Context: an optimization exercise on an open-source flow, tuned for small area. The choices shown serve that exercise and are no tape-out recipe.
In this exercise RTL edits were held to simulation tests only and were not proved equivalent to the original.

`design/flow/design.v`:
```
module bm_noise_out #(
   parameter int DEPTH = 8,
   parameter int AW    = 3
) (
   input  logic          clk,
   input  logic          rst_n,
   input  logic          in_valid,
   output logic          in_ready,
   input  logic [16:0]   f,
   input  logic [15:0]   g0,
   input  logic [15:0]   g1,
   output logic          out_valid,
   input  logic          out_ready,
   output logic [15:0]   out_data,
   output logic          out_idx,
   output logic [AW:0]   fifo_level
);
   logic               init_reg;
   logic               s0_valid_reg;
   logic               s1_valid_reg;
   logic               s2_valid_reg;
   logic [AW-1:0]      wr_ptr_reg;
   logic [AW-1:0]      rd_ptr_reg;
   logic [AW:0]        level_reg;
   logic               half_reg;
   logic [16:0]        mem_f  [0:DEPTH-1];
   logic [15:0]        mem_g0 [0:DEPTH-1];
   logic [15:0]        mem_g1 [0:DEPTH-1];
   logic               accept;
   logic               push;
   logic               pop;
   logic [AW+1:0]      occupancy;
   logic [AW-1:0]      mul_slot;
   logic               mul_hi;
   logic [16:0]        mul_f;
   logic [15:0]        mul_g;
   logic [15:0]        mul_x;
   logic [15:0]        out_reg;
   assign occupancy = (AW+2)'(level_reg) + (AW+2)'(s0_valid_reg)
                    + (AW+2)'(s1_valid_reg) + (AW+2)'(s2_valid_reg);
   assign in_ready   = init_reg && (occupancy <= (AW+2)'(DEPTH - 1));
   assign accept     = in_valid && in_ready;
   assign push       = s2_valid_reg;
   assign out_valid  = (level_reg != '0);
   assign pop        = out_valid && out_ready && half_reg;
   assign out_idx    = half_reg;
   assign fifo_level = level_reg;
   assign mul_slot = rd_ptr_reg + AW'(half_reg);
   assign mul_hi   = out_valid && !half_reg;
   assign mul_f    = mem_f[mul_slot];
   assign mul_g    = mul_hi ? mem_g1[mul_slot] : mem_g0[mul_slot];
   logic p1, p2, p3, p4, p5, p6, p7, p8, p9, p10, p11, p12;
   logic p13, p14, p15, p16, p17, p18, p19, p20, p21, p22, p23, p24;
   logic p25, p26, p27, p28, p29, p30, p31, p32, p33, p34, p35, p36;
   logic p37, p38, p39, p40, p41, p42, p43, p44, p45, p46, p47, p48;
   logic p49, p50, p51, p52, p53, p54, p55, p56, p57, p58, p59, p60;
   logic p61, p62, p63, p64, p65, p66, p67, p68, p69, p70, p71, p72;
   logic p73, p74, p75, p76, p77, p78, p79, p80, p81, p82, p83, p84;
   logic p85, p86, p87, p88, p89, p90, p91, p92, p93, p94, p95, p96;
   logic p97, p98, p99, p100, p101, p102, p103, p104, p105, p106, p107, p108;
   logic p109, p110, p111, p112, p113, p114, p115, p116, p117, p118, p119, p120;
   logic p121, p122, p123, p124, p125, p126, p127, p128, p129, p130, p131, p132;
   logic p133, p134, p135, p136, p137, p138, p139, p140, p141, p142, p143, p144;
   logic p145, p146, p147, p148, p149, p150, p151, p152, p153, p154, p155, p156;
   logic p157, p158, p159, p160, p161, p162, p163, p164, p165, p166, p167, p168;
   logic p169, p170, p171, p172, p173, p174, p175, p176, p177, p178, p179, p180;
   logic p181, p182, p183, p184, p185, p186, p187, p188, p189, p190, p191, p192;
   logic p193, p194, p195, p196, p197, p198, p199, p200, p201, p202, p203, p204;
   logic p205, p206, p207, p208, p209, p210, p211, p212, p213, p214, p215, p216;
   logic p217, p218, p219, p220, p221, p222, p223, p224, p225, p226, p227, p228;
   logic p229, p230, p231, p232, p233, p234, p235, p236, p237, p238, p239, p240;
   logic p241, p242, p243, p244, p245, p246, p247, p248, p249, p250, p251, p252;
   logic p253, p254, p255, p256, p257, p258, p259, p260, p261, p262, p263, p264;
   logic p265, p266, p267, p268, p269, p270, p271, p272, s273, c274, s275, c276;
   logic s277, c278, s279, c280, s281, c282, s283, c284, s285, c286, s287, c288;
   logic s289, c290, s291, c292, s293, c294, s295, c296, s297, c298, s299, c300;
   logic s301, c302, s303, c304, s305, c306, s307, c308, s309, c310, s311, c312;
   logic s313, c314, s315, c316, s317, c318, s319, c320, s321, c322, s323, c324;
   logic s325, c326, s327, c328, s329, c330, s331, c332, s333, c334, s335, c336;
   logic s337, c338, s339, c340, s341, c342, s343, c344, s345, c346, s347, c348;
   logic s349, c350, s351, c352, s353, c354, s355, c356, s357, c358, s359, c360;
   logic s361, c362, s363, c364, s365, c366, s367, c368, s369, c370, s371, c372;
   logic s373, c374, s375, c376, s377, c378, s379, c380, s381, c382, s383, c384;
   logic s385, c386, s387, c388, s389, c390, s391, c392, s393, c394, s395, c396;
   logic s397, c398, s399, c400, s401, c402, s403, c404, s405, c406, s407, c408;
   logic s409, c410, s411, c412, s413, c414, s415, c416, s417, c418, s419, c420;
   logic s421, c422, s423, c424, s425, c426, s427, c428, s429, c430, s431, c432;
   logic s433, c434, s435, c436, s437, c438, s439, c440, s441, c442, s443, c444;
   logic s445, c446, s447, c448, s449, c450, s451, c452, s453, c454, s455, c456;
   logic s457, c458, s459, c460, s461, c462, s463, c464, s465, c466, s467, c468;
   logic s469, c470, s471, c472, s473, c474, s475, c476, s477, c478, s479, c480;
   logic s481, c482, s483, c484, s485, c486, s487, c488, s489, c490, s491, c492;
   logic s493, c494, s495, c496, s497, c498, s499, c500, s501, c502, s503, c504;
   logic s505, c506, s507, c508, s509, c510, s511, c512, s513, c514, s515, c516;
   logic s517, c518, s519, c520, s521, c522, s523, c524, s525, c526, s527, c528;
   logic s529, c530, s531, c532, s533, c534, s535, c536, s537, c538, s539, c540;
   logic s541, c542, s543, c544, s545, c546, s547, c548, s549, c550, s551, c552;
   logic s553, c554, s555, c556, s557, c558, s559, c560, s561, c562, s563, c564;
   logic s565, c566, s567, c568, s569, c570, s571, c572, s573, c574, s575, c576;
   logic s577, c578, s579, c580, s581, c582, s583, c584, s585, c586, s587, c588;
   logic s589, c590, s591, c592, s593, c594, s595, c596, s597, c598, s599, c600;
   logic s601, c602, s603, c604, s605, c606, s607, c608, s609, c610, s611, c612;
   logic s613, c614, s615, c616, s617, c618, s619, c620, s621, c622, s623, c624;
   logic s625, c626, s627, c628, s629, c630, s631, c632, s633, c634, s635, c636;
   logic s637, c638, s639, c640, s641, c642, s643, c644, s645, c646, s647, c648;
   logic s649, c650, s651, c652, s653, c654, s655, c656, s657, c658, s659, c660;
   logic s661, c662, s663, c664, s665, c666, s667, c668, s669, c670, s671, c672;
   logic s673, c674, s675, c676, s677, c678, s679, c680, s681, c682, s683, c684;
   logic s685, c686, s687, c688, s689, c690, s691, c692, s693, c694, s695, c696;
   logic s697, c698, s699, c700, s701, c702, s703, c704, s705, c706, s707, c708;
   logic s709, c710, s711, c712, s713, c714, s715, c716, s717, c718, s719, c720;
   logic s721, c722;
   assign p1 = ~(mul_f[0] & mul_g[0]);
   assign p2 = ~(mul_f[0] & mul_g[1]);
   assign p3 = ~(mul_f[0] & mul_g[2]);
   assign p4 = ~(mul_f[0] & mul_g[3]);
   assign p5 = ~(mul_f[0] & mul_g[4]);
   assign p6 = ~(mul_f[0] & mul_g[5]);
   assign p7 = ~(mul_f[0] & mul_g[6]);
   assign p8 = ~(mul_f[0] & mul_g[7]);
   assign p9 = ~(mul_f[0] & mul_g[8]);
   assign p10 = ~(mul_f[0] & mul_g[9]);
   assign p11 = ~(mul_f[0] & mul_g[10]);
   assign p12 = ~(mul_f[0] & mul_g[11]);
   assign p13 = ~(mul_f[0] & mul_g[12]);
   assign p14 = ~(mul_f[0] & mul_g[13]);
   assign p15 = ~(mul_f[0] & mul_g[14]);
   assign p16 = mul_f[0] & mul_g[15];
   assign p17 = ~(mul_f[1] & mul_g[0]);
   assign p18 = ~(mul_f[1] & mul_g[1]);
   assign p19 = ~(mul_f[1] & mul_g[2]);
   assign p20 = ~(mul_f[1] & mul_g[3]);
   assign p21 = ~(mul_f[1] & mul_g[4]);
   assign p22 = ~(mul_f[1] & mul_g[5]);
   assign p23 = ~(mul_f[1] & mul_g[6]);
   assign p24 = ~(mul_f[1] & mul_g[7]);
   assign p25 = ~(mul_f[1] & mul_g[8]);
   assign p26 = ~(mul_f[1] & mul_g[9]);
   assign p27 = ~(mul_f[1] & mul_g[10]);
   assign p28 = ~(mul_f[1] & mul_g[11]);
   assign p29 = ~(mul_f[1] & mul_g[12]);
   assign p30 = ~(mul_f[1] & mul_g[13]);
   assign p31 = ~(mul_f[1] & mul_g[14]);
   assign p32 = mul_f[1] & mul_g[15];
   assign p33 = ~(mul_f[2] & mul_g[0]);
   assign p34 = ~(mul_f[2] & mul_g[1]);
   assign p35 = ~(mul_f[2] & mul_g[2]);
   assign p36 = ~(mul_f[2] & mul_g[3]);
   assign p37 = ~(mul_f[2] & mul_g[4]);
   assign p38 = ~(mul_f[2] & mul_g[5]);
   assign p39 = ~(mul_f[2] & mul_g[6]);
   assign p40 = ~(mul_f[2] & mul_g[7]);
   assign p41 = ~(mul_f[2] & mul_g[8]);
   assign p42 = ~(mul_f[2] & mul_g[9]);
   assign p43 = ~(mul_f[2] & mul_g[10]);
   assign p44 = ~(mul_f[2] & mul_g[11]);
   assign p45 = ~(mul_f[2] & mul_g[12]);
   assign p46 = ~(mul_f[2] & mul_g[13]);
   assign p47 = ~(mul_f[2] & mul_g[14]);
   assign p48 = mul_f[2] & mul_g[15];
   assign p49 = ~(mul_f[3] & mul_g[0]);
   assign p50 = ~(mul_f[3] & mul_g[1]);
   assign p51 = ~(mul_f[3] & mul_g[2]);
   assign p52 = ~(mul_f[3] & mul_g[3]);
   assign p53 = ~(mul_f[3] & mul_g[4]);
   assign p54 = ~(mul_f[3] & mul_g[5]);
   assign p55 = ~(mul_f[3] & mul_g[6]);
   assign p56 = ~(mul_f[3] & mul_g[7]);
   assign p57 = ~(mul_f[3] & mul_g[8]);
   assign p58 = ~(mul_f[3] & mul_g[9]);
   assign p59 = ~(mul_f[3] & mul_g[10]);
   assign p60 = ~(mul_f[3] & mul_g[11]);
   assign p61 = ~(mul_f[3] & mul_g[12]);
   assign p62 = ~(mul_f[3] & mul_g[13]);
   assign p63 = ~(mul_f[3] & mul_g[14]);
   assign p64 = mul_f[3] & mul_g[15];
   assign p65 = ~(mul_f[4] & mul_g[0]);
   assign p66 = ~(mul_f[4] & mul_g[1]);
   assign p67 = ~(mul_f[4] & mul_g[2]);
   assign p68 = ~(mul_f[4] & mul_g[3]);
   assign p69 = ~(mul_f[4] & mul_g[4]);
   assign p70 = ~(mul_f[4] & mul_g[5]);
   assign p71 = ~(mul_f[4] & mul_g[6]);
   assign p72 = ~(mul_f[4] & mul_g[7]);
   assign p73 = ~(mul_f[4] & mul_g[8]);
   assign p74 = ~(mul_f[4] & mul_g[9]);
   assign p75 = ~(mul_f[4] & mul_g[10]);
   assign p76 = ~(mul_f[4] & mul_g[11]);
   assign p77 = ~(mul_f[4] & mul_g[12]);
   assign p78 = ~(mul_f[4] & mul_g[13]);
   assign p79 = ~(mul_f[4] & mul_g[14]);
   assign p80 = mul_f[4] & mul_g[15];
   assign p81 = ~(mul_f[5] & mul_g[0]);
   assign p82 = ~(mul_f[5] & mul_g[1]);
   assign p83 = ~(mul_f[5] & mul_g[2]);
   assign p84 = ~(mul_f[5] & mul_g[3]);
   assign p85 = ~(mul_f[5] & mul_g[4]);
   assign p86 = ~(mul_f[5] & mul_g[5]);
   assign p87 = ~(mul_f[5] & mul_g[6]);
   assign p88 = ~(mul_f[5] & mul_g[7]);
   assign p89 = ~(mul_f[5] & mul_g[8]);
   assign p90 = ~(mul_f[5] & mul_g[9]);
   assign p91 = ~(mul_f[5] & mul_g[10]);
   assign p92 = ~(mul_f[5] & mul_g[11]);
   assign p93 = ~(mul_f[5] & mul_g[12]);
   assign p94 = ~(mul_f[5] & mul_g[13]);
   assign p95 = ~(mul_f[5] & mul_g[14]);
   assign p96 = mul_f[5] & mul_g[15];
   assign p97 = ~(mul_f[6] & mul_g[0]);
   assign p98 = ~(mul_f[6] & mul_g[1]);
   assign p99 = ~(mul_f[6] & mul_g[2]);
   assign p100 = ~(mul_f[6] & mul_g[3]);
   assign p101 = ~(mul_f[6] & mul_g[4]);
   assign p102 = ~(mul_f[6] & mul_g[5]);
   assign p103 = ~(mul_f[6] & mul_g[6]);
   assign p104 = ~(mul_f[6] & mul_g[7]);
   assign p105 = ~(mul_f[6] & mul_g[8]);
   assign p106 = ~(mul_f[6] & mul_g[9]);
   assign p107 = ~(mul_f[6] & mul_g[10]);
   assign p108 = ~(mul_f[6] & mul_g[11]);
   assign p109 = ~(mul_f[6] & mul_g[12]);
   assign p110 = ~(mul_f[6] & mul_g[13]);
   assign p111 = ~(mul_f[6] & mul_g[14]);
   assign p112 = mul_f[6] & mul_g[15];
   assign p113 = ~(mul_f[7] & mul_g[0]);
   assign p114 = ~(mul_f[7] & mul_g[1]);
   assign p115 = ~(mul_f[7] & mul_g[2]);
   assign p116 = ~(mul_f[7] & mul_g[3]);
   assign p117 = ~(mul_f[7] & mul_g[4]);
   assign p118 = ~(mul_f[7] & mul_g[5]);
   assign p119 = ~(mul_f[7] & mul_g[6]);
   assign p120 = ~(mul_f[7] & mul_g[7]);
   assign p121 = ~(mul_f[7] & mul_g[8]);
   assign p122 = ~(mul_f[7] & mul_g[9]);
   assign p123 = ~(mul_f[7] & mul_g[10]);
   assign p124 = ~(mul_f[7] & mul_g[11]);
   assign p125 = ~(mul_f[7] & mul_g[12]);
   assign p126 = ~(mul_f[7] & mul_g[13]);
   assign p127 = ~(mul_f[7] & mul_g[14]);
   assign p128 = mul_f[7] & mul_g[15];
   assign p129 = ~(mul_f[8] & mul_g[0]);
   assign p130 = ~(mul_f[8] & mul_g[1]);
   assign p131 = ~(mul_f[8] & mul_g[2]);
   assign p132 = ~(mul_f[8] & mul_g[3]);
   assign p133 = ~(mul_f[8] & mul_g[4]);
   assign p134 = ~(mul_f[8] & mul_g[5]);
   assign p135 = ~(mul_f[8] & mul_g[6]);
   assign p136 = ~(mul_f[8] & mul_g[7]);
   assign p137 = ~(mul_f[8] & mul_g[8]);
   assign p138 = ~(mul_f[8] & mul_g[9]);
   assign p139 = ~(mul_f[8] & mul_g[10]);
   assign p140 = ~(mul_f[8] & mul_g[11]);
   assign p141 = ~(mul_f[8] & mul_g[12]);
   assign p142 = ~(mul_f[8] & mul_g[13]);
   assign p143 = ~(mul_f[8] & mul_g[14]);
   assign p144 = mul_f[8] & mul_g[15];
   assign p145 = ~(mul_f[9] & mul_g[0]);
   assign p146 = ~(mul_f[9] & mul_g[1]);
   assign p147 = ~(mul_f[9] & mul_g[2]);
   assign p148 = ~(mul_f[9] & mul_g[3]);
   assign p149 = ~(mul_f[9] & mul_g[4]);
   assign p150 = ~(mul_f[9] & mul_g[5]);
   assign p151 = ~(mul_f[9] & mul_g[6]);
   assign p152 = ~(mul_f[9] & mul_g[7]);
   assign p153 = ~(mul_f[9] & mul_g[8]);
   assign p154 = ~(mul_f[9] & mul_g[9]);
   assign p155 = ~(mul_f[9] & mul_g[10]);
   assign p156 = ~(mul_f[9] & mul_g[11]);
   assign p157 = ~(mul_f[9] & mul_g[12]);
   assign p158 = ~(mul_f[9] & mul_g[13]);
   assign p159 = ~(mul_f[9] & mul_g[14]);
   assign p160 = mul_f[9] & mul_g[15];
   assign p161 = ~(mul_f[10] & mul_g[0]);
   assign p162 = ~(mul_f[10] & mul_g[1]);
   assign p163 = ~(mul_f[10] & mul_g[2]);
   assign p164 = ~(mul_f[10] & mul_g[3]);
   assign p165 = ~(mul_f[10] & mul_g[4]);
   assign p166 = ~(mul_f[10] & mul_g[5]);
   assign p167 = ~(mul_f[10] & mul_g[6]);
   assign p168 = ~(mul_f[10] & mul_g[7]);
   assign p169 = ~(mul_f[10] & mul_g[8]);
   assign p170 = ~(mul_f[10] & mul_g[9]);
   assign p171 = ~(mul_f[10] & mul_g[10]);
   assign p172 = ~(mul_f[10] & mul_g[11]);
   assign p173 = ~(mul_f[10] & mul_g[12]);
   assign p174 = ~(mul_f[10] & mul_g[13]);
   assign p175 = ~(mul_f[10] & mul_g[14]);
   assign p176 = mul_f[10] & mul_g[15];
   assign p177 = ~(mul_f[11] & mul_g[0]);
   assign p178 = ~(mul_f[11] & mul_g[1]);
   assign p179 = ~(mul_f[11] & mul_g[2]);
   assign p180 = ~(mul_f[11] & mul_g[3]);
   assign p181 = ~(mul_f[11] & mul_g[4]);
   assign p182 = ~(mul_f[11] & mul_g[5]);
   assign p183 = ~(mul_f[11] & mul_g[6]);
   assign p184 = ~(mul_f[11] & mul_g[7]);
   assign p185 = ~(mul_f[11] & mul_g[8]);
   assign p186 = ~(mul_f[11] & mul_g[9]);
   assign p187 = ~(mul_f[11] & mul_g[10]);
   assign p188 = ~(mul_f[11] & mul_g[11]);
   assign p189 = ~(mul_f[11] & mul_g[12]);
   assign p190 = ~(mul_f[11] & mul_g[13]);
   assign p191 = ~(mul_f[11] & mul_g[14]);
   assign p192 = mul_f[11] & mul_g[15];
   assign p193 = ~(mul_f[12] & mul_g[0]);
   assign p194 = ~(mul_f[12] & mul_g[1]);
   assign p195 = ~(mul_f[12] & mul_g[2]);
   assign p196 = ~(mul_f[12] & mul_g[3]);
   assign p197 = ~(mul_f[12] & mul_g[4]);
   assign p198 = ~(mul_f[12] & mul_g[5]);
   assign p199 = ~(mul_f[12] & mul_g[6]);
   assign p200 = ~(mul_f[12] & mul_g[7]);
   assign p201 = ~(mul_f[12] & mul_g[8]);
   assign p202 = ~(mul_f[12] & mul_g[9]);
   assign p203 = ~(mul_f[12] & mul_g[10]);
   assign p204 = ~(mul_f[12] & mul_g[11]);
   assign p205 = ~(mul_f[12] & mul_g[12]);
   assign p206 = ~(mul_f[12] & mul_g[13]);
   assign p207 = ~(mul_f[12] & mul_g[14]);
   assign p208 = mul_f[12] & mul_g[15];
   assign p209 = ~(mul_f[13] & mul_g[0]);
   assign p210 = ~(mul_f[13] & mul_g[1]);
   assign p211 = ~(mul_f[13] & mul_g[2]);
   assign p212 = ~(mul_f[13] & mul_g[3]);
   assign p213 = ~(mul_f[13] & mul_g[4]);
   assign p214 = ~(mul_f[13] & mul_g[5]);
   assign p215 = ~(mul_f[13] & mul_g[6]);
   assign p216 = ~(mul_f[13] & mul_g[7]);
   assign p217 = ~(mul_f[13] & mul_g[8]);
   assign p218 = ~(mul_f[13] & mul_g[9]);
   assign p219 = ~(mul_f[13] & mul_g[10]);
   assign p220 = ~(mul_f[13] & mul_g[11]);
   assign p221 = ~(mul_f[13] & mul_g[12]);
   assign p222 = ~(mul_f[13] & mul_g[13]);
   assign p223 = ~(mul_f[13] & mul_g[14]);
   assign p224 = mul_f[13] & mul_g[15];
   assign p225 = ~(mul_f[14] & mul_g[0]);
   assign p226 = ~(mul_f[14] & mul_g[1]);
   assign p227 = ~(mul_f[14] & mul_g[2]);
   assign p228 = ~(mul_f[14] & mul_g[3]);
   assign p229 = ~(mul_f[14] & mul_g[4]);
   assign p230 = ~(mul_f[14] & mul_g[5]);
   assign p231 = ~(mul_f[14] & mul_g[6]);
   assign p232 = ~(mul_f[14] & mul_g[7]);
   assign p233 = ~(mul_f[14] & mul_g[8]);
   assign p234 = ~(mul_f[14] & mul_g[9]);
   assign p235 = ~(mul_f[14] & mul_g[10]);
   assign p236 = ~(mul_f[14] & mul_g[11]);
   assign p237 = ~(mul_f[14] & mul_g[12]);
   assign p238 = ~(mul_f[14] & mul_g[13]);
   assign p239 = ~(mul_f[14] & mul_g[14]);
   assign p240 = mul_f[14] & mul_g[15];
   assign p241 = ~(mul_f[15] & mul_g[0]);
   assign p242 = ~(mul_f[15] & mul_g[1]);
   assign p243 = ~(mul_f[15] & mul_g[2]);
   assign p244 = ~(mul_f[15] & mul_g[3]);
   assign p245 = ~(mul_f[15] & mul_g[4]);
   assign p246 = ~(mul_f[15] & mul_g[5]);
   assign p247 = ~(mul_f[15] & mul_g[6]);
   assign p248 = ~(mul_f[15] & mul_g[7]);
   assign p249 = ~(mul_f[15] & mul_g[8]);
   assign p250 = ~(mul_f[15] & mul_g[9]);
   assign p251 = ~(mul_f[15] & mul_g[10]);
   assign p252 = ~(mul_f[15] & mul_g[11]);
   assign p253 = ~(mul_f[15] & mul_g[12]);
   assign p254 = ~(mul_f[15] & mul_g[13]);
   assign p255 = ~(mul_f[15] & mul_g[14]);
   assign p256 = mul_f[15] & mul_g[15];
   assign p257 = ~(mul_f[16] & mul_g[0]);
   assign p258 = ~(mul_f[16] & mul_g[1]);
   assign p259 = ~(mul_f[16] & mul_g[2]);
   assign p260 = ~(mul_f[16] & mul_g[3]);
   assign p261 = ~(mul_f[16] & mul_g[4]);
   assign p262 = ~(mul_f[16] & mul_g[5]);
   assign p263 = ~(mul_f[16] & mul_g[6]);
   assign p264 = ~(mul_f[16] & mul_g[7]);
   assign p265 = ~(mul_f[16] & mul_g[8]);
   assign p266 = ~(mul_f[16] & mul_g[9]);
   assign p267 = ~(mul_f[16] & mul_g[10]);
   assign p268 = ~(mul_f[16] & mul_g[11]);
   assign p269 = ~(mul_f[16] & mul_g[12]);
   assign p270 = ~(mul_f[16] & mul_g[13]);
   assign p271 = ~(mul_f[16] & mul_g[14]);
   assign p272 = mul_f[16] & mul_g[15];
   assign s273 = ~(p14 ^ p29);
   assign c274 = p14 | p29;
   bm_fa u_s275 (.x(p15), .y(p30), .z(p45), .s(s275), .c(c276));
   assign s277 = ~(p60 ^ p75);
   assign c278 = p60 | p75;
   assign s279 = p16 ^ p31;
   assign c280 = p16 & p31;
   bm_fa u_s281 (.x(p46), .y(p61), .z(p76), .s(s281), .c(c282));
   bm_fa u_s283 (.x(p91), .y(p106), .z(p121), .s(s283), .c(c284));
   assign s285 = p32 ^ p47;
   assign c286 = p32 & p47;
   bm_fa u_s287 (.x(p62), .y(p77), .z(p92), .s(s287), .c(c288));
   bm_fa u_s289 (.x(p107), .y(p122), .z(p137), .s(s289), .c(c290));
   assign s291 = ~(p152 ^ p167);
   assign c292 = p152 | p167;
   bm_fa u_s293 (.x(p48), .y(p63), .z(p78), .s(s293), .c(c294));
   bm_fa u_s295 (.x(p93), .y(p108), .z(p123), .s(s295), .c(c296));
   bm_fa u_s297 (.x(p138), .y(p153), .z(p168), .s(s297), .c(c298));
   bm_fa u_s299 (.x(p64), .y(p79), .z(p94), .s(s299), .c(c300));
   bm_fa u_s301 (.x(p109), .y(p124), .z(p139), .s(s301), .c(c302));
   bm_fa u_s303 (.x(p80), .y(p95), .z(p110), .s(s303), .c(c304));
   assign s305 = ~(p10 ^ p25);
   assign c306 = p10 | p25;
   bm_fa u_s307 (.x(p11), .y(p26), .z(p41), .s(s307), .c(c308));
   assign s309 = ~(p56 ^ p71);
   assign c310 = p56 | p71;
   bm_fa u_s311 (.x(p12), .y(p27), .z(p42), .s(s311), .c(c312));
   bm_fa u_s313 (.x(p57), .y(p72), .z(p87), .s(s313), .c(c314));
   assign s315 = ~(p102 ^ p117);
   assign c316 = p102 | p117;
   bm_fa u_s317 (.x(p13), .y(p28), .z(p43), .s(s317), .c(c318));
   bm_fa u_s319 (.x(p58), .y(p73), .z(p88), .s(s319), .c(c320));
   bm_fa u_s321 (.x(p103), .y(p118), .z(p133), .s(s321), .c(c322));
   assign s323 = ~(p148 ^ p163);
   assign c324 = p148 | p163;
   bm_fa u_s325 (.x(p44), .y(p59), .z(p74), .s(s325), .c(c326));
   bm_fa u_s327 (.x(p89), .y(p104), .z(p119), .s(s327), .c(c328));
   bm_fa u_s329 (.x(p134), .y(p149), .z(p164), .s(s329), .c(c330));
   bm_fa u_s331 (.x(p179), .y(p194), .z(p209), .s(s331), .c(c332));
   bm_fa u_s333 (.x(p90), .y(p105), .z(p120), .s(s333), .c(c334));
   bm_fa u_s335 (.x(p135), .y(p150), .z(p165), .s(s335), .c(c336));
   bm_fa u_s337 (.x(p180), .y(p195), .z(p210), .s(s337), .c(c338));
   bm_fa u_s339 (.x(p225), .y(c274), .z(s275), .s(s339), .c(c340));
   bm_fa u_s341 (.x(p136), .y(p151), .z(p166), .s(s341), .c(c342));
   bm_fa u_s343 (.x(p181), .y(p196), .z(p211), .s(s343), .c(c344));
   bm_fa u_s345 (.x(p226), .y(p241), .z(c276), .s(s345), .c(c346));
   bm_fa u_s347 (.x(c278), .y(s279), .z(s281), .s(s347), .c(c348));
   bm_fa u_s349 (.x(p182), .y(p197), .z(p212), .s(s349), .c(c350));
   bm_fa u_s351 (.x(p227), .y(p242), .z(p257), .s(s351), .c(c352));
   bm_fa u_s353 (.x(c280), .y(c282), .z(c284), .s(s353), .c(c354));
   bm_fa u_s355 (.x(s285), .y(s287), .z(s289), .s(s355), .c(c356));
   bm_fa u_s357 (.x(p183), .y(p198), .z(p213), .s(s357), .c(c358));
   bm_fa u_s359 (.x(p228), .y(p243), .z(p258), .s(s359), .c(c360));
   bm_fa u_s361 (.x(c286), .y(c288), .z(c290), .s(s361), .c(c362));
   bm_fa u_s363 (.x(c292), .y(s293), .z(s295), .s(s363), .c(c364));
   bm_fa u_s365 (.x(p154), .y(p169), .z(p184), .s(s365), .c(c366));
   bm_fa u_s367 (.x(p199), .y(p214), .z(p229), .s(s367), .c(c368));
   bm_fa u_s369 (.x(p244), .y(p259), .z(c294), .s(s369), .c(c370));
   bm_fa u_s371 (.x(c296), .y(c298), .z(s299), .s(s371), .c(c372));
   bm_fa u_s373 (.x(p125), .y(p140), .z(p155), .s(s373), .c(c374));
   bm_fa u_s375 (.x(p170), .y(p185), .z(p200), .s(s375), .c(c376));
   bm_fa u_s377 (.x(p215), .y(p230), .z(p245), .s(s377), .c(c378));
   bm_fa u_s379 (.x(p260), .y(c300), .z(c302), .s(s379), .c(c380));
   bm_fa u_s381 (.x(p96), .y(p111), .z(p126), .s(s381), .c(c382));
   bm_fa u_s383 (.x(p141), .y(p156), .z(p171), .s(s383), .c(c384));
   bm_fa u_s385 (.x(p186), .y(p201), .z(p216), .s(s385), .c(c386));
   bm_fa u_s387 (.x(p231), .y(p246), .z(p261), .s(s387), .c(c388));
   bm_fa u_s389 (.x(p112), .y(p127), .z(p142), .s(s389), .c(c390));
   bm_fa u_s391 (.x(p157), .y(p172), .z(p187), .s(s391), .c(c392));
   bm_fa u_s393 (.x(p202), .y(p217), .z(p232), .s(s393), .c(c394));
   bm_fa u_s395 (.x(p128), .y(p143), .z(p158), .s(s395), .c(c396));
   bm_fa u_s397 (.x(p173), .y(p188), .z(p203), .s(s397), .c(c398));
   bm_fa u_s399 (.x(p144), .y(p159), .z(p174), .s(s399), .c(c400));
   assign s401 = ~(p7 ^ p22);
   assign c402 = p7 | p22;
   bm_fa u_s403 (.x(p8), .y(p23), .z(p38), .s(s403), .c(c404));
   assign s405 = ~(p53 ^ p68);
   assign c406 = p53 | p68;
   bm_fa u_s407 (.x(p9), .y(p24), .z(p39), .s(s407), .c(c408));
   bm_fa u_s409 (.x(p54), .y(p69), .z(p84), .s(s409), .c(c410));
   assign s411 = ~(p99 ^ p114);
   assign c412 = p99 | p114;
   bm_fa u_s413 (.x(p40), .y(p55), .z(p70), .s(s413), .c(c414));
   bm_fa u_s415 (.x(p85), .y(p100), .z(p115), .s(s415), .c(c416));
   bm_fa u_s417 (.x(p130), .y(p145), .z(s305), .s(s417), .c(c418));
   bm_fa u_s419 (.x(p86), .y(p101), .z(p116), .s(s419), .c(c420));
   bm_fa u_s421 (.x(p131), .y(p146), .z(p161), .s(s421), .c(c422));
   bm_fa u_s423 (.x(c306), .y(s307), .z(s309), .s(s423), .c(c424));
   bm_fa u_s425 (.x(p132), .y(p147), .z(p162), .s(s425), .c(c426));
   bm_fa u_s427 (.x(p177), .y(c308), .z(c310), .s(s427), .c(c428));
   bm_fa u_s429 (.x(s311), .y(s313), .z(s315), .s(s429), .c(c430));
   bm_fa u_s431 (.x(p178), .y(p193), .z(c312), .s(s431), .c(c432));
   bm_fa u_s433 (.x(c314), .y(c316), .z(s317), .s(s433), .c(c434));
   bm_fa u_s435 (.x(s319), .y(s321), .z(s323), .s(s435), .c(c436));
   bm_fa u_s437 (.x(c318), .y(c320), .z(c322), .s(s437), .c(c438));
   bm_fa u_s439 (.x(c324), .y(s325), .z(s327), .s(s439), .c(c440));
   bm_fa u_s441 (.x(s329), .y(s331), .z(s273), .s(s441), .c(c442));
   bm_fa u_s443 (.x(c326), .y(c328), .z(c330), .s(s443), .c(c444));
   bm_fa u_s445 (.x(c332), .y(s333), .z(s335), .s(s445), .c(c446));
   bm_fa u_s447 (.x(s337), .y(s277), .z(s339), .s(s447), .c(c448));
   bm_fa u_s449 (.x(c334), .y(c336), .z(c338), .s(s449), .c(c450));
   bm_fa u_s451 (.x(s341), .y(s343), .z(s283), .s(s451), .c(c452));
   bm_fa u_s453 (.x(c340), .y(s345), .z(s347), .s(s453), .c(c454));
   bm_fa u_s455 (.x(c342), .y(c344), .z(s349), .s(s455), .c(c456));
   bm_fa u_s457 (.x(s351), .y(s291), .z(c346), .s(s457), .c(c458));
   bm_fa u_s459 (.x(c348), .y(s353), .z(s355), .s(s459), .c(c460));
   bm_fa u_s461 (.x(c350), .y(c352), .z(s357), .s(s461), .c(c462));
   bm_fa u_s463 (.x(s359), .y(s297), .z(c354), .s(s463), .c(c464));
   bm_fa u_s465 (.x(c356), .y(s361), .z(s363), .s(s465), .c(c466));
   bm_fa u_s467 (.x(c358), .y(c360), .z(s365), .s(s467), .c(c468));
   bm_fa u_s469 (.x(s367), .y(s301), .z(c362), .s(s469), .c(c470));
   bm_fa u_s471 (.x(c364), .y(s369), .z(s371), .s(s471), .c(c472));
   bm_fa u_s473 (.x(c366), .y(c368), .z(s373), .s(s473), .c(c474));
   bm_fa u_s475 (.x(s375), .y(s377), .z(s303), .s(s475), .c(c476));
   bm_fa u_s477 (.x(c370), .y(c372), .z(s379), .s(s477), .c(c478));
   bm_fa u_s479 (.x(c374), .y(c376), .z(c378), .s(s479), .c(c480));
   bm_fa u_s481 (.x(c304), .y(s381), .z(s383), .s(s481), .c(c482));
   bm_fa u_s483 (.x(s385), .y(s387), .z(c380), .s(s483), .c(c484));
   bm_fa u_s485 (.x(p247), .y(p262), .z(c382), .s(s485), .c(c486));
   bm_fa u_s487 (.x(c384), .y(c386), .z(c388), .s(s487), .c(c488));
   bm_fa u_s489 (.x(s389), .y(s391), .z(s393), .s(s489), .c(c490));
   bm_fa u_s491 (.x(p218), .y(p233), .z(p248), .s(s491), .c(c492));
   bm_fa u_s493 (.x(p263), .y(c390), .z(c392), .s(s493), .c(c494));
   bm_fa u_s495 (.x(c394), .y(s395), .z(s397), .s(s495), .c(c496));
   bm_fa u_s497 (.x(p189), .y(p204), .z(p219), .s(s497), .c(c498));
   bm_fa u_s499 (.x(p234), .y(p249), .z(p264), .s(s499), .c(c500));
   bm_fa u_s501 (.x(c396), .y(c398), .z(s399), .s(s501), .c(c502));
   bm_fa u_s503 (.x(p160), .y(p175), .z(p190), .s(s503), .c(c504));
   bm_fa u_s505 (.x(p205), .y(p220), .z(p235), .s(s505), .c(c506));
   bm_fa u_s507 (.x(p250), .y(p265), .z(c400), .s(s507), .c(c508));
   bm_fa u_s509 (.x(p176), .y(p191), .z(p206), .s(s509), .c(c510));
   bm_fa u_s511 (.x(p221), .y(p236), .z(p251), .s(s511), .c(c512));
   bm_fa u_s513 (.x(p192), .y(p207), .z(p222), .s(s513), .c(c514));
   assign s515 = ~(p5 ^ p20);
   assign c516 = p5 | p20;
   bm_fa u_s517 (.x(p6), .y(p21), .z(p36), .s(s517), .c(c518));
   assign s519 = ~(p51 ^ p66);
   assign c520 = p51 | p66;
   bm_fa u_s521 (.x(p37), .y(p52), .z(p67), .s(s521), .c(c522));
   bm_fa u_s523 (.x(p82), .y(p97), .z(s401), .s(s523), .c(c524));
   bm_fa u_s525 (.x(p83), .y(p98), .z(p113), .s(s525), .c(c526));
   bm_fa u_s527 (.x(c402), .y(s403), .z(s405), .s(s527), .c(c528));
   bm_fa u_s529 (.x(p129), .y(c404), .z(c406), .s(s529), .c(c530));
   bm_fa u_s531 (.x(s407), .y(s409), .z(s411), .s(s531), .c(c532));
   bm_fa u_s533 (.x(c408), .y(c410), .z(c412), .s(s533), .c(c534));
   bm_fa u_s535 (.x(s413), .y(s415), .z(s417), .s(s535), .c(c536));
   bm_fa u_s537 (.x(c414), .y(c416), .z(s419), .s(s537), .c(c538));
   bm_fa u_s539 (.x(s421), .y(c418), .z(s423), .s(s539), .c(c540));
   bm_fa u_s541 (.x(c420), .y(c422), .z(s425), .s(s541), .c(c542));
   bm_fa u_s543 (.x(c424), .y(s427), .z(s429), .s(s543), .c(c544));
   bm_fa u_s545 (.x(c426), .y(c428), .z(c430), .s(s545), .c(c546));
   bm_fa u_s547 (.x(s431), .y(s433), .z(s435), .s(s547), .c(c548));
   bm_fa u_s549 (.x(c432), .y(c434), .z(c436), .s(s549), .c(c550));
   bm_fa u_s551 (.x(s437), .y(s439), .z(s441), .s(s551), .c(c552));
   bm_fa u_s553 (.x(c438), .y(c440), .z(c442), .s(s553), .c(c554));
   bm_fa u_s555 (.x(s443), .y(s445), .z(s447), .s(s555), .c(c556));
   bm_fa u_s557 (.x(c444), .y(c446), .z(s449), .s(s557), .c(c558));
   bm_fa u_s559 (.x(s451), .y(c448), .z(s453), .s(s559), .c(c560));
   bm_fa u_s561 (.x(c450), .y(c452), .z(s455), .s(s561), .c(c562));
   bm_fa u_s563 (.x(s457), .y(c454), .z(s459), .s(s563), .c(c564));
   bm_fa u_s565 (.x(c456), .y(s461), .z(c458), .s(s565), .c(c566));
   bm_fa u_s567 (.x(s463), .y(c460), .z(s465), .s(s567), .c(c568));
   bm_fa u_s569 (.x(c462), .y(s467), .z(c464), .s(s569), .c(c570));
   bm_fa u_s571 (.x(s469), .y(c466), .z(s471), .s(s571), .c(c572));
   bm_fa u_s573 (.x(c468), .y(s473), .z(s475), .s(s573), .c(c574));
   bm_fa u_s575 (.x(c470), .y(c472), .z(s477), .s(s575), .c(c576));
   bm_fa u_s577 (.x(c474), .y(c476), .z(s479), .s(s577), .c(c578));
   bm_fa u_s579 (.x(s481), .y(c478), .z(s483), .s(s579), .c(c580));
   bm_fa u_s581 (.x(c480), .y(c482), .z(s485), .s(s581), .c(c582));
   bm_fa u_s583 (.x(s487), .y(s489), .z(c484), .s(s583), .c(c584));
   bm_fa u_s585 (.x(s491), .y(c486), .z(c488), .s(s585), .c(c586));
   bm_fa u_s587 (.x(c490), .y(s493), .z(s495), .s(s587), .c(c588));
   bm_fa u_s589 (.x(c492), .y(s497), .z(s499), .s(s589), .c(c590));
   bm_fa u_s591 (.x(c494), .y(c496), .z(s501), .s(s591), .c(c592));
   bm_fa u_s593 (.x(c498), .y(c500), .z(s503), .s(s593), .c(c594));
   bm_fa u_s595 (.x(s505), .y(c502), .z(s507), .s(s595), .c(c596));
   bm_fa u_s597 (.x(p266), .y(c504), .z(c506), .s(s597), .c(c598));
   bm_fa u_s599 (.x(s509), .y(s511), .z(c508), .s(s599), .c(c600));
   bm_fa u_s601 (.x(p237), .y(p252), .z(p267), .s(s601), .c(c602));
   bm_fa u_s603 (.x(c510), .y(c512), .z(s513), .s(s603), .c(c604));
   bm_fa u_s605 (.x(p208), .y(p223), .z(p238), .s(s605), .c(c606));
   bm_fa u_s607 (.x(p253), .y(p268), .z(c514), .s(s607), .c(c608));
   bm_fa u_s609 (.x(p224), .y(p239), .z(p254), .s(s609), .c(c610));
   assign s611 = ~(p4 ^ p19);
   assign c612 = p4 | p19;
   bm_fa u_s613 (.x(p35), .y(p50), .z(p65), .s(s613), .c(c614));
   bm_fa u_s615 (.x(p81), .y(c516), .z(s517), .s(s615), .c(c616));
   bm_fa u_s617 (.x(c518), .y(c520), .z(s521), .s(s617), .c(c618));
   bm_fa u_s619 (.x(c522), .y(s525), .z(c524), .s(s619), .c(c620));
   bm_fa u_s621 (.x(c526), .y(c528), .z(s529), .s(s621), .c(c622));
   bm_fa u_s623 (.x(c530), .y(c532), .z(s533), .s(s623), .c(c624));
   bm_fa u_s625 (.x(c534), .y(s537), .z(c536), .s(s625), .c(c626));
   bm_fa u_s627 (.x(c538), .y(s541), .z(c540), .s(s627), .c(c628));
   bm_fa u_s629 (.x(c542), .y(c544), .z(s545), .s(s629), .c(c630));
   bm_fa u_s631 (.x(c546), .y(c548), .z(s549), .s(s631), .c(c632));
   bm_fa u_s633 (.x(c550), .y(c552), .z(s553), .s(s633), .c(c634));
   bm_fa u_s635 (.x(c554), .y(s557), .z(c556), .s(s635), .c(c636));
   bm_fa u_s637 (.x(c558), .y(s561), .z(c560), .s(s637), .c(c638));
   bm_fa u_s639 (.x(c562), .y(s565), .z(c564), .s(s639), .c(c640));
   bm_fa u_s641 (.x(c566), .y(s569), .z(c568), .s(s641), .c(c642));
   bm_fa u_s643 (.x(s573), .y(c570), .z(c572), .s(s643), .c(c644));
   bm_fa u_s645 (.x(c574), .y(s577), .z(c576), .s(s645), .c(c646));
   bm_fa u_s647 (.x(c578), .y(s581), .z(s583), .s(s647), .c(c648));
   bm_fa u_s649 (.x(c582), .y(s585), .z(s587), .s(s649), .c(c650));
   bm_fa u_s651 (.x(s589), .y(c586), .z(c588), .s(s651), .c(c652));
   bm_fa u_s653 (.x(c590), .y(s593), .z(c592), .s(s653), .c(c654));
   bm_fa u_s655 (.x(c594), .y(s597), .z(c596), .s(s655), .c(c656));
   bm_fa u_s657 (.x(s601), .y(c598), .z(s603), .s(s657), .c(c658));
   bm_fa u_s659 (.x(c602), .y(s605), .z(c604), .s(s659), .c(c660));
   bm_fa u_s661 (.x(p269), .y(c606), .z(s609), .s(s661), .c(c662));
   bm_fa u_s663 (.x(p240), .y(p255), .z(p270), .s(s663), .c(c664));
   assign s665 = ~(p3 ^ p18);
   assign c666 = p3 | p18;
   bm_fa u_s667 (.x(p34), .y(p49), .z(s611), .s(s667), .c(c668));
   bm_fa u_s669 (.x(c612), .y(s613), .z(s515), .s(s669), .c(c670));
   bm_fa u_s671 (.x(c614), .y(s519), .z(s615), .s(s671), .c(c672));
   bm_fa u_s673 (.x(c616), .y(s617), .z(s523), .s(s673), .c(c674));
   bm_fa u_s675 (.x(c618), .y(s527), .z(s619), .s(s675), .c(c676));
   bm_fa u_s677 (.x(s531), .y(c620), .z(s621), .s(s677), .c(c678));
   bm_fa u_s679 (.x(c622), .y(s623), .z(s535), .s(s679), .c(c680));
   bm_fa u_s681 (.x(c624), .y(s539), .z(s625), .s(s681), .c(c682));
   bm_fa u_s683 (.x(s543), .y(c626), .z(s627), .s(s683), .c(c684));
   bm_fa u_s685 (.x(s547), .y(c628), .z(s629), .s(s685), .c(c686));
   bm_fa u_s687 (.x(s551), .y(c630), .z(s631), .s(s687), .c(c688));
   bm_fa u_s689 (.x(c632), .y(s633), .z(s555), .s(s689), .c(c690));
   bm_fa u_s691 (.x(c634), .y(s559), .z(s635), .s(s691), .c(c692));
   bm_fa u_s693 (.x(s563), .y(c636), .z(s637), .s(s693), .c(c694));
   bm_fa u_s695 (.x(s567), .y(c638), .z(s639), .s(s695), .c(c696));
   bm_fa u_s697 (.x(s571), .y(c640), .z(s641), .s(s697), .c(c698));
   bm_fa u_s699 (.x(s575), .y(c642), .z(s643), .s(s699), .c(c700));
   bm_fa u_s701 (.x(s579), .y(c644), .z(s645), .s(s701), .c(c702));
   bm_fa u_s703 (.x(c580), .y(c646), .z(s647), .s(s703), .c(c704));
   bm_fa u_s705 (.x(c584), .y(s649), .z(c648), .s(s705), .c(c706));
   bm_fa u_s707 (.x(s591), .y(c650), .z(s651), .s(s707), .c(c708));
   bm_fa u_s709 (.x(s595), .y(c652), .z(s653), .s(s709), .c(c710));
   bm_fa u_s711 (.x(s599), .y(c654), .z(s655), .s(s711), .c(c712));
   bm_fa u_s713 (.x(c600), .y(s657), .z(c656), .s(s713), .c(c714));
   bm_fa u_s715 (.x(s607), .y(c658), .z(s659), .s(s715), .c(c716));
   bm_fa u_s717 (.x(c608), .y(s661), .z(c660), .s(s717), .c(c718));
   bm_fa u_s719 (.x(c610), .y(s663), .z(c662), .s(s719), .c(c720));
   bm_fa u_s721 (.x(p256), .y(p271), .z(c664), .s(s721), .c(c722));
   logic [32:0] ra, rb, sum;
   assign ra = {1'b0, c722, c720, c718, c716, c714, c712, c710, c708, c706, c704, c702, c700, c698, c696, c694, c692, c690, c688, c686, c684, c682, c680, c678, c676, c674, c672, c670, c668, c666, s665, p2, p1};
   assign rb = {1'b1, p272, s721, s719, s717, s715, s713, s711, s709, s707, s705, s703, s701, s699, s697, s695, s693, s691, s689, s687, s685, s683, s681, s679, s677, s675, s673, s671, s669, s667, p33, p17, 1'b1};
   assign sum = ra + rb + 33'd1;
   assign mul_x = ~sum[32:17];
   assign out_data = out_valid ? out_reg : 16'h0000;
   always_ff @(posedge clk or negedge rst_n) begin
      if (!rst_n) begin
         init_reg     <= 1'b0;
         s0_valid_reg <= 1'b0;
         s1_valid_reg <= 1'b0;
         s2_valid_reg <= 1'b0;
         wr_ptr_reg   <= '0;
         rd_ptr_reg   <= '0;
         level_reg    <= '0;
         half_reg     <= 1'b0;
      end else begin
         init_reg     <= 1'b1;
         s0_valid_reg <= accept;
         s1_valid_reg <= s0_valid_reg;
         s2_valid_reg <= s1_valid_reg;
         if (accept) wr_ptr_reg <= wr_ptr_reg + AW'(1);
         if (pop)    rd_ptr_reg <= rd_ptr_reg + AW'(1);
         level_reg <= level_reg + (AW+1)'(push) - (AW+1)'(pop);
         if (out_valid && out_ready) half_reg <= ~half_reg;
      end
   end
   always_ff @(posedge clk) begin
      if (!out_valid || out_ready) out_reg <= mul_x;
   end
   always_ff @(posedge clk) begin
      if (accept) begin
         mem_f[wr_ptr_reg]  <= f;
         mem_g0[wr_ptr_reg] <= g0;
         mem_g1[wr_ptr_reg] <= g1;
      end
   end
endmodule
module bm_fa (
   input  logic x, y, z,
   output logic s, c
);
   assign s = x ^ y ^ z;
   assign c = (x & y) | (x & z) | (y & z);
endmodule
```
`design/flow/config.mk`:
```
export PLATFORM = sky130hd
export DESIGN_NAME = bm_noise_out
export DESIGN_NICKNAME = bm_noise_out
export VERILOG_FILES = /design/flow/design.v
export SDC_FILE = /design/flow/constraint.sdc
export NUM_CORES = 4
export LEC_CHECK = 0
export CAP_MARGIN = 20
export CORE_MARGIN = 2
export CORE_UTILIZATION = 40
export CTS_BUF_LIST = sky130_fd_sc_hd__clkbuf_8
export CTS_CLUSTER_DIAMETER = 60
export CTS_CLUSTER_SIZE = 18
export SLEW_MARGIN = 20
export SYNTH_HIERARCHICAL = 1
export SYNTH_MINIMUM_KEEP_SIZE = 0
```
`design/flow/standard.sh`:
```
#!/bin/bash
# synth_recipe.tcl (not shown) runs the flow's synth.tcl, then flattens the netlist and writes it again
# the make line also repeats each setting of config.mk as NAME=value (left out here)
make -C /OpenROAD-flow-scripts/flow DESIGN_CONFIG=/design/flow/config.mk WORK_HOME=/design/flow/orfs CLKGATE_MAP_FILE= SYNTH_SCRIPT=/design/flow/synth_recipe.tcl "${@:-finish}"
```
`design/flow/flow/run.sh`:
```
#!/bin/bash
# The standard layout (the standard.sh: standard synthesis, then ORFS
# floorplan to finish) with some placement/CTS choices changed:
#  - port buffers use the smallest buffer cell (every port still gets one);
#  - clock tree synthesis adds no dummy loads (same buffers and clustering
#    as config.mk asks for);
#  - after synthesis, the resizer may not use the larger buffer cells.
set -euo pipefail
bash standard.sh synth > synth.log 2>&1
base=$(make -s -C "$FLOW_HOME" DESIGN_CONFIG="$PWD/config.mk" print-DONT_USE_CELLS 2>/dev/null | sed -n 's/^DONT_USE_CELLS *[:=] *//p')
[[ -n "$base" ]] || { echo "could not read DONT_USE_CELLS" >&2; exit 1; }
echo "platform DONT_USE_CELLS: $base" > dont_use.log
export BUFFER_PORTS_ARGS="-buffer_cell sky130_fd_sc_hd__buf_1"
export CTS_ARGS="-sink_clustering_enable -repair_clock_nets -dont_use_dummy_load -buf_list sky130_fd_sc_hd__clkbuf_8 -sink_clustering_size 18 -sink_clustering_max_diameter 60"
bash standard.sh "DONT_USE_CELLS=$base sky130_fd_sc_hd__buf_8 sky130_fd_sc_hd__buf_12 sky130_fd_sc_hd__buf_16" finish > standard.log 2>&1
```
`design/flow/constraint.sdc`:
```
create_clock -name core_clock -period 8.0 [get_ports {clk}]
set_input_delay 1.6000 -clock core_clock [delete_from_list [all_inputs] [get_ports {clk}]]
set_output_delay 1.6000 -clock core_clock [all_outputs]
set_load 0.01 [all_outputs]
```
==> results.py, run 1 <==
metrics = {
    "layout": {
        "multi_input_area_mm2": 0.0102,
        "drive_gt1_share_pct": 17.1,
        "top_regs": "mem_f: 136 flops, mem_g0: 128 flops, mem_g1: 128 flops",
        "n_fill_cell": 5111,
        "largest-register": "mem_f",
        "area_growth_pct": 8.08,
        "register_area_mm2": 0.0126,
        "layout.nets": 1885,
        "layout.cells.non_filler": 2326,
        "largest_reg_flops": 136,
    },
    "place": {
        "place.gp.congestion": 0.873,
        "hpwl_mm": 39.1,
        "dpl.cell_count": 2296,
        "io_buffers": 75,
    },
    "timing": {
        "period_share_pct": 96.2,
        "rsz0062_at_grt": "no",
        "setup_viol": 0,
        "final_max_slew_viol_count": 0,
        "slew_headroom_pct": 37.5,
        "period_minus_slack_ps": 7690,
        "max_slew.worst_pin.slew_ps": 935,
        "skew_ps": 59.6,
        "hold_viol": 0,
        "max_freq_mhz": 130,
        "tns_ps": 0,
    },
    "drt": {
        "drt_pass1_iterations": 5,
        "routed_wl_mm": 53.9,
        "drc_errors": 0,
        "drtAntennaViolNets": 0,
        "drt_iter0_drc": 918,
        "wl_met3_mm": 2.87,
        "dr_total_vias": 12600,
        "top_layer": "met5",
        "met1_length_mm": 22.1,
        "drt-vias-per-instance": 5.43,
        "post_drt_wl_per_cell_um": 23.2,
        "routed-wl-met2_mm": 26.7,
    },
    "setup_path": {
        "max_stage_delay_ps": 600,
        "worstPathArrival_ps": 8100,
        "worstSetupPathType": "reg -> reg",
        "path_max_fanout": 19,
        "path_buf_inv": 2,
        "path_cells": "ha_4, buf_2, mux4_2, nand2_1, nand2_1, o21ai_1, buf_2, a21oi_1, ha_1, fa_1, fa_1, fa_1, fa_1, fa_1, ha_1, a21o_1, a21o_1, a21oi_1, nand3_1, a311o_4, a31oi_4, nand2b_2, a21o_1",
        "endpoint_kind": "register",
        "crit_slowest_cell": "o21ai_1",
        "start_kind": "register",
        "path_common_cell": "fa_1",
        "cp_top_family": "adder cells",
        "cp.required_ps": 8400,
    },
    "job": {
        "max-cap-violations": 0,
    },
    "logic_synthesis": {
        "synth_top_area_share_pct": 52.8,
        "avgSynthCellArea_um2": 16.2,
        "syn-cell-area_mm2": 0.0232,
        "synth.area.top_cells": "edfxtp_1 (53%), fa_1 (18%), mux4_2 (11%)",
        "synth_nets": 1753,
        "yosysTopAreaCell": "edfxtp_1",
        "yosys_warnings": 7,
        "synthDistinctLibCells": 58,
        "synth_seq_cells": 423,
        "ys_seq_area_share_pct": 54.4,
        "synthCells": 1430,
    },
    "die": {
        "core_mm2": 0.0576,
        "die_w_um": 245,
        "die_h_um": 245,
        "ios": 76,
        "start_util_pct": 40.3,
        "rows": 88,
        "die_area_mm2": 0.0600,
    },
    "clock_network": {
        "ctsResizeCount": 0,
        "clkTransAtPathRegs_ps": 110,
        "cts_hold_buf": 0,
        "cts_tree": "built",
        "cts.htree.levels": 1,
        "cts_setup_buffers": 0,
        "numClockSinks": 423,
        "cts_buffers": 29,
        "insertion_delay_ps": 630,
        "clockBufferDepth": 3,
        "clockRootBuffer": "clkbuf_8",
    },
    "run_status": {
        "status": "no timing/DRC/antenna violations",
    },
    "grt": {
        "grt_usage_pct": 18.4,
        "grt_first_pass_wirelength_mm": 82.7,
        "grt_max_degree": 28,
        "grt_pass1_vias": 13900,
        "grt_overflow": 0,
        "antenna_found_initial": 2,
    },
    "hold_path": {
        "hold_path.class": "reg -> reg",
    },
}
## cells in the mapped netlist (all sizes together)
library cell and number:
o211ai 2, o211a 1, conb 1, buf 43, nor2 16, dfrtp 15
fa 212, o21a 7, clkbuf 24, o31ai 1, nand3 10, nand4b 1
a31oi 4, a211oi 1, nand2 297, nand2b 5, and2 29, or2 3
a311oi 1, xor2 8, nor2b 18, a21o 21, nor3b 2, o311ai 1
edfxtp 408, or3 1, nor4 1, o21bai 3, a41oi 1, a21oi 35
xnor2 12, and4 1, and3 6, mux2 2, nor3 5, inv 43
a211o 4, ha 58, a311o 1, mux4 111, nand4 6, o21ai 9
## through the flow
stage | cell area, µm² | hold slack [ps] | utilization (%) | worst slack [ps]
2_1_floorplan | 23200 | 372 | - | 487
3_3_place_gp | 24700 | 377 | 42.9 | 383
3_5_place_dp | 24700 | 385 | 42.9 | 275
4_1_cts | 25100 | 411 | 43.6 | 249
5_1_grt | 25100 | 420 | 43.6 | 8.91
6_report | 25100 | 407 | 43.6 | 307
## metal layers
layer  vias up  GRT usage, %
met2       403          30.8
met5         -             0
met4         2          7.41
met3        98          2.37
li1       5413             -
met1      6717          24.4
## Yosys stat by module (local to each module, per instance)
module        cell area, µm²  flip-flops and latches  times used
bm_fa                   20.0                       0         209
bm_noise_out           19000                     423           1
## placed cells by master, fill, tap and decap left out, types with 2 or more instances in the layout
cell / netlist / final
edfxtp_1: 408 / 408
nand2_1: 295 / 295
fa_1: 212 / 212
mux4_2: 111 / 111
buf_2: 32 / 90
buf_1: 4 / 75
ha_1: 58 / 56
inv_1: 43 / 43
a21oi_1: 35 / 35
and2_1: 29 / 29
clkbuf_8: 0 / 29
a21o_1: 21 / 21
nor2b_1: 18 / 18
dfrtp_1: 15 / 15
xnor2_1: 12 / 11
nand3_1: 10 / 10
nor2_1: 14 / 8
o21a_1: 7 / 7
xor2_1: 8 / 7
and3_1: 6 / 6
nor2_4: 0 / 6
nand4_1: 5 / 5
o21ai_0: 5 / 5
a211o_1: 4 / 4
nand2b_1: 4 / 4
o21ai_1: 3 / 3
nor3_1: 5 / 3
clkbuf_4: 0 / 3
nor2_2: 2 / 2
nand2_2: 2 / 2
a31oi_4: 2 / 2
o21bai_2: 2 / 2
or2_2: 2 / 2
nor3_2: 0 / 2
mux2_2: 2 / 2
ha_4: 0 / 2
## cells by family (layout without fill, tap and decap cells)
group           count (synthesis)  in the layout  synth area share (%)
mux                           113            113                  10.9
buf+inv                       110            240                  2.15
xor+xnor                       20             20                 0.754
simple gates                  401            401                  7.55
fa+ha+maj                     270            270                  21.4
other cells                     1              2                0.0162
flops                         423            423                  54.4
compound gates                 92             92                  2.87
## area by class of cell
type,instances,share of cell area (%)
multi-input cells,897,40.6
repair buffers,168,3.01
well taps,765,3.81
inverters,43,0.643
diodes,1,0.00997
flip-flops and latches,423,50.3
clock buffers,29,1.59
## final timing paths
path	start	to	slack, ps	cells past startpoint
max in group asynchronous	rst_n	rd_ptr_reg[2]	6400	1
min reg2reg	s1_valid_reg	s2_valid_reg	410	0
max	rd_ptr_reg[0]	out_reg[15]	310	23
max reg2reg	rd_ptr_reg[0]	out_reg[15]	310	23
min	s1_valid_reg	s2_valid_reg	410	0
min in group asynchronous	rst_n	level_reg[3]	1050	1
==> inputs of run 2 (changes only) <==
--- a/design/flow/flow/run.sh
+++ b/design/flow/flow/run.sh
@@ -14,2 +14,2 @@
 export CTS_ARGS="-sink_clustering_enable -repair_clock_nets -dont_use_dummy_load -buf_list sky130_fd_sc_hd__clkbuf_8 -sink_clustering_size 18 -sink_clustering_max_diameter 60"
-bash standard.sh "DONT_USE_CELLS=$base sky130_fd_sc_hd__buf_8 sky130_fd_sc_hd__buf_12 sky130_fd_sc_hd__buf_16" finish > standard.log 2>&1
+bash standard.sh "DONT_USE_CELLS=$base sky130_fd_sc_hd__buf_4 sky130_fd_sc_hd__buf_6 sky130_fd_sc_hd__buf_8 sky130_fd_sc_hd__buf_12 sky130_fd_sc_hd__buf_16" finish > standard.log 2>&1
==> run 2 against run 1 <==
Compared with the run above:
- still clean on timing, DRC and antenna
- clock-buffer cell count grew 5
- synthesized area is the same
- first-iteration DRC count grew 1.4%
- critical path depth shrank 2
- clock skew grew 60 ps
- hold slack gained 7.0 ps
- flip-flop and latch count is the same
- final area grew 2.2%
- critical endpoint unchanged
==> results.py, run 2 <==
metrics = {
    "layout": {
        "fin_area_mm2": 0.0256,
        "layout.nets": 1869,
        "largest_reg_flops": 136,
        "n_fill_cell": 5039,
        "largest-register": "mem_f",
        "multi_input_area_mm2": 0.0102,
        "layout.cells.non_filler": 2309,
        "post-route-util_pct": 44.5,
        "final_common_cell": "edfxtp_1",
        "area_growth_pct": 10.4,
        "register_area_mm2": 0.0126,
        "diodes": 0,
        "top_regs": "mem_f: 136 flops, mem_g0: 128 flops, mem_g1: 128 flops",
        "final_cell_mix": "edfxtp_1 (408), nand2_1 (290), fa_1 (212), mux4_2 (111), buf_1 (74)",
        "drive_gt1_share_pct": 13.7,
    },
    "clock_network": {
        "insertion_delay_ps": 630,
        "clockRootBuffer": "clkbuf_8",
        "cts_hold_buf": 0,
        "clockBufferDepth": 3,
        "cts.htree.levels": 2,
        "cts_tree": "built",
        "cts_buffers": 34,
        "numClockSinks": 423,
        "clkTransAtPathRegs_ps": 100,
    },
    "timing": {
        "setup_viol": 0,
        "rsz0062_at_grt": "no",
        "final_max_slew_viol_count": 0,
        "hold_viol": 0,
        "fin_ws_ps": 271,
        "skew_ps": 120,
        "period_share_pct": 96.6,
        "slew_headroom_pct": 31.8,
        "tns_ps": 0,
        "period_minus_slack_ps": 7730,
        "max_freq_mhz": 129,
        "finalHoldWorstSlack_ps": 414,
        "max_slew.worst_pin.slew_ps": 1020,
    },
    "logic_synthesis": {
        "synthXorXnorAreaFrac_pct": 0.754,
        "synth_compound_area_share_pct": 2.87,
        "muxShareOfSynthArea_pct": 10.9,
        "synth_top_area_share_pct": 52.8,
        "synth_top_family_by_area": "adder cells",
        "synthCells": 1430,
        "synth_common_cells": "edfxtp_1 (408), nand2_1 (295), fa_1 (212), mux4_2 (111), ha_1 (58)",
        "yosys_warnings": 7,
        "synth.area.top_cells": "edfxtp_1 (53%), fa_1 (18%), mux4_2 (11%)",
        "syn-cell-area_mm2": 0.0232,
        "synthDistinctLibCells": 58,
        "synthSimpleGateAreaFrac_pct": 7.55,
        "ys.flop_type": "edfxtp_1",
        "synth_seq_cells": 423,
        "synthArstFlopShare_pct": 3.55,
        "ys_seq_area_share_pct": 54.4,
        "yosys.cell_count.top_type": "edfxtp_1",
        "synthAdderAreaFrac_pct": 21.4,
        "yosysTopAreaCell": "edfxtp_1",
        "synth_edf_count": 408,
        "avgSynthCellArea_um2": 16.2,
        "synth_nets": 1753,
    },
    "setup_path": {
        "path_max_fanout": 20,
        "path_buf_inv": 1,
        "endpoint_kind": "register",
        "path_cells": "ha_4, ha_4, bufbuf_8, mux4_2, mux4_2, nand2_1, fa_1, fa_1, fa_1, fa_1, fa_1, fa_1, ha_1, a21o_1, a21o_1, a21oi_1, nand3_1, a311o_4, a31oi_4, nand2b_2, a21o_1",
        "worstSetupPathType": "reg -> reg",
        "crit_slowest_cell": "mux4_2",
        "cp.required_ps": 8350,
        "path_common_cell": "fa_1",
        "start_kind": "register",
        "cp_num_cells": 21,
        "max_stage_delay_ps": 720,
        "worstPathArrival_ps": 8080,
        "rr_worst_depth": 21,
        "cp_top_family": "adder cells",
    },
    "die": {
        "die_h_um": 245,
        "ios": 76,
        "die_area_mm2": 0.0600,
        "start_util_pct": 40.3,
        "core_mm2": 0.0576,
        "die_w_um": 245,
        "rows": 88,
    },
    "drt": {
        "drtAntennaViolNets": 0,
        "drt_iter0_drc": 931,
        "dr_total_vias": 12400,
        "post_drt_wl_per_cell_um": 23.1,
        "routed_wl_mm": 53.4,
        "drc_errors": 0,
        "drt-vias-per-instance": 5.37,
        "drt_pass1_iterations": 5,
    },
    "place": {
        "placed_area_mm2": 0.0250,
        "dpl.cell_count": 2258,
        "place.gp.congestion": 0.866,
        "io_buffers": 75,
        "hpwl_mm": 37.0,
        "dp_slack_ps": 160,
    },
    "grt": {
        "grt_max_degree": 50,
        "grt_first_pass_wirelength_mm": 81.6,
        "antenna_found_initial": 2,
        "grt_overflow": 0,
        "grt_pass1_vias": 13600,
        "grt_usage_pct": 18.3,
    },
    "hold_path": {
        "hold_path.class": "reg -> reg",
        "hold_depth": 0,
    },
    "job": {
        "max-cap-violations": 0,
    },
    "run_status": {
        "status": "no timing/DRC/antenna violations",
    },
}
-- run 2: cell counts after synthesis --
Identical to the previous run, type by type.
-- run 2: modules after synthesis, one instance, submodules excluded --
module | flops+latches | cell area (µm²)
bm_fa | 0 | 20.0
bm_noise_out | 423 | 19000
-- run 2: cell families after synthesis --
family          Yosys count
mux                     113
fa+ha+maj               270
compound gates           92
flops                   423
buf+inv                 110
other cells               1
xor+xnor                 20
simple gates            401
-- run 2: final timing paths --
check / slack, ps / startpoint / endpoint
worst min-delay path: 410 / s1_valid_reg / s2_valid_reg
worst max register to register: 270 / rd_ptr_reg[0] / out_reg[15]
min in group asynchronous: 940 / rst_n / init_reg
worst min register to register: 410 / s1_valid_reg / s2_valid_reg
max in group asynchronous: 6730 / rst_n / rd_ptr_reg[1]
worst max-delay path: 270 / rd_ptr_reg[0] / out_reg[15]
-- run 2: per-layer routing --
layer	global-route usage, %	wire length [µm]	vias to the layer above	part of all wire [%]
met4	6.31	1730	0	3.2
met3	2.60	2710	93	5.1
met1	24.1	22100	6575	41
li1	-	-	5380	-
met2	31.3	26800	351	50
met5	0	0	-	0
-- run 2: what timing repair did --
action                                  4_1_cts  5_1_grt
gates resized for setup                       0        7
endpoints found under the setup margin        0        7
buffers inserted                              0       17
-- run 2: cell type report --
type / count / area share (%)
clock buffers: 34 / 1.83
inverters: 43 / 0.630
multi-input cells: 897 / 39.8
flip-flops and latches: 423 / 49.3
well taps: 765 / 3.73
repair buffers: 147 / 4.72
-- run 2: worst register-to-register path: stages, from the launching register on --
cell and delay (ps):
dfrtp_1 450, ha_4 190, ha_4 380, bufbuf_8 380, mux4_2 320, mux4_2 720
nand2_1 210, fa_1 450, fa_1 580, fa_1 460, fa_1 430, fa_1 540
fa_1 420, ha_1 370, a21o_1 190, a21o_1 170, a21oi_1 170, nand3_1 140
a311o_4 470, a31oi_4 170, nand2b_2 90, a21o_1 180

==> re-timing with driven ports <==
The flow's constraints put no driver on any port. The routed layouts listed below were extracted and timed again, unchanged, in two steps.
Step 1 assumes that a clkbuf_16 drives the clock port and a buf_2 every other input.
Step 2 times the ports against the registers' clock, not the clock port: input delays grow and output delays shrink by t, the midpoint of the rising clock arrivals with the driver on.
a / b / c = no drivers / after step 1 / after step 2; a / b = the first two.
run | t, ns | setup WS [ns] | worst register clock-pin slew, ns
run 1 | 0.655 | 0.307 / 0.307 / 0.307 | 0.11 / 0.11
run 2 | 0.621 | 0.271 / 0.271 / 0.271 | 0.11 / 0.11
After both steps every run listed still meets setup and hold.
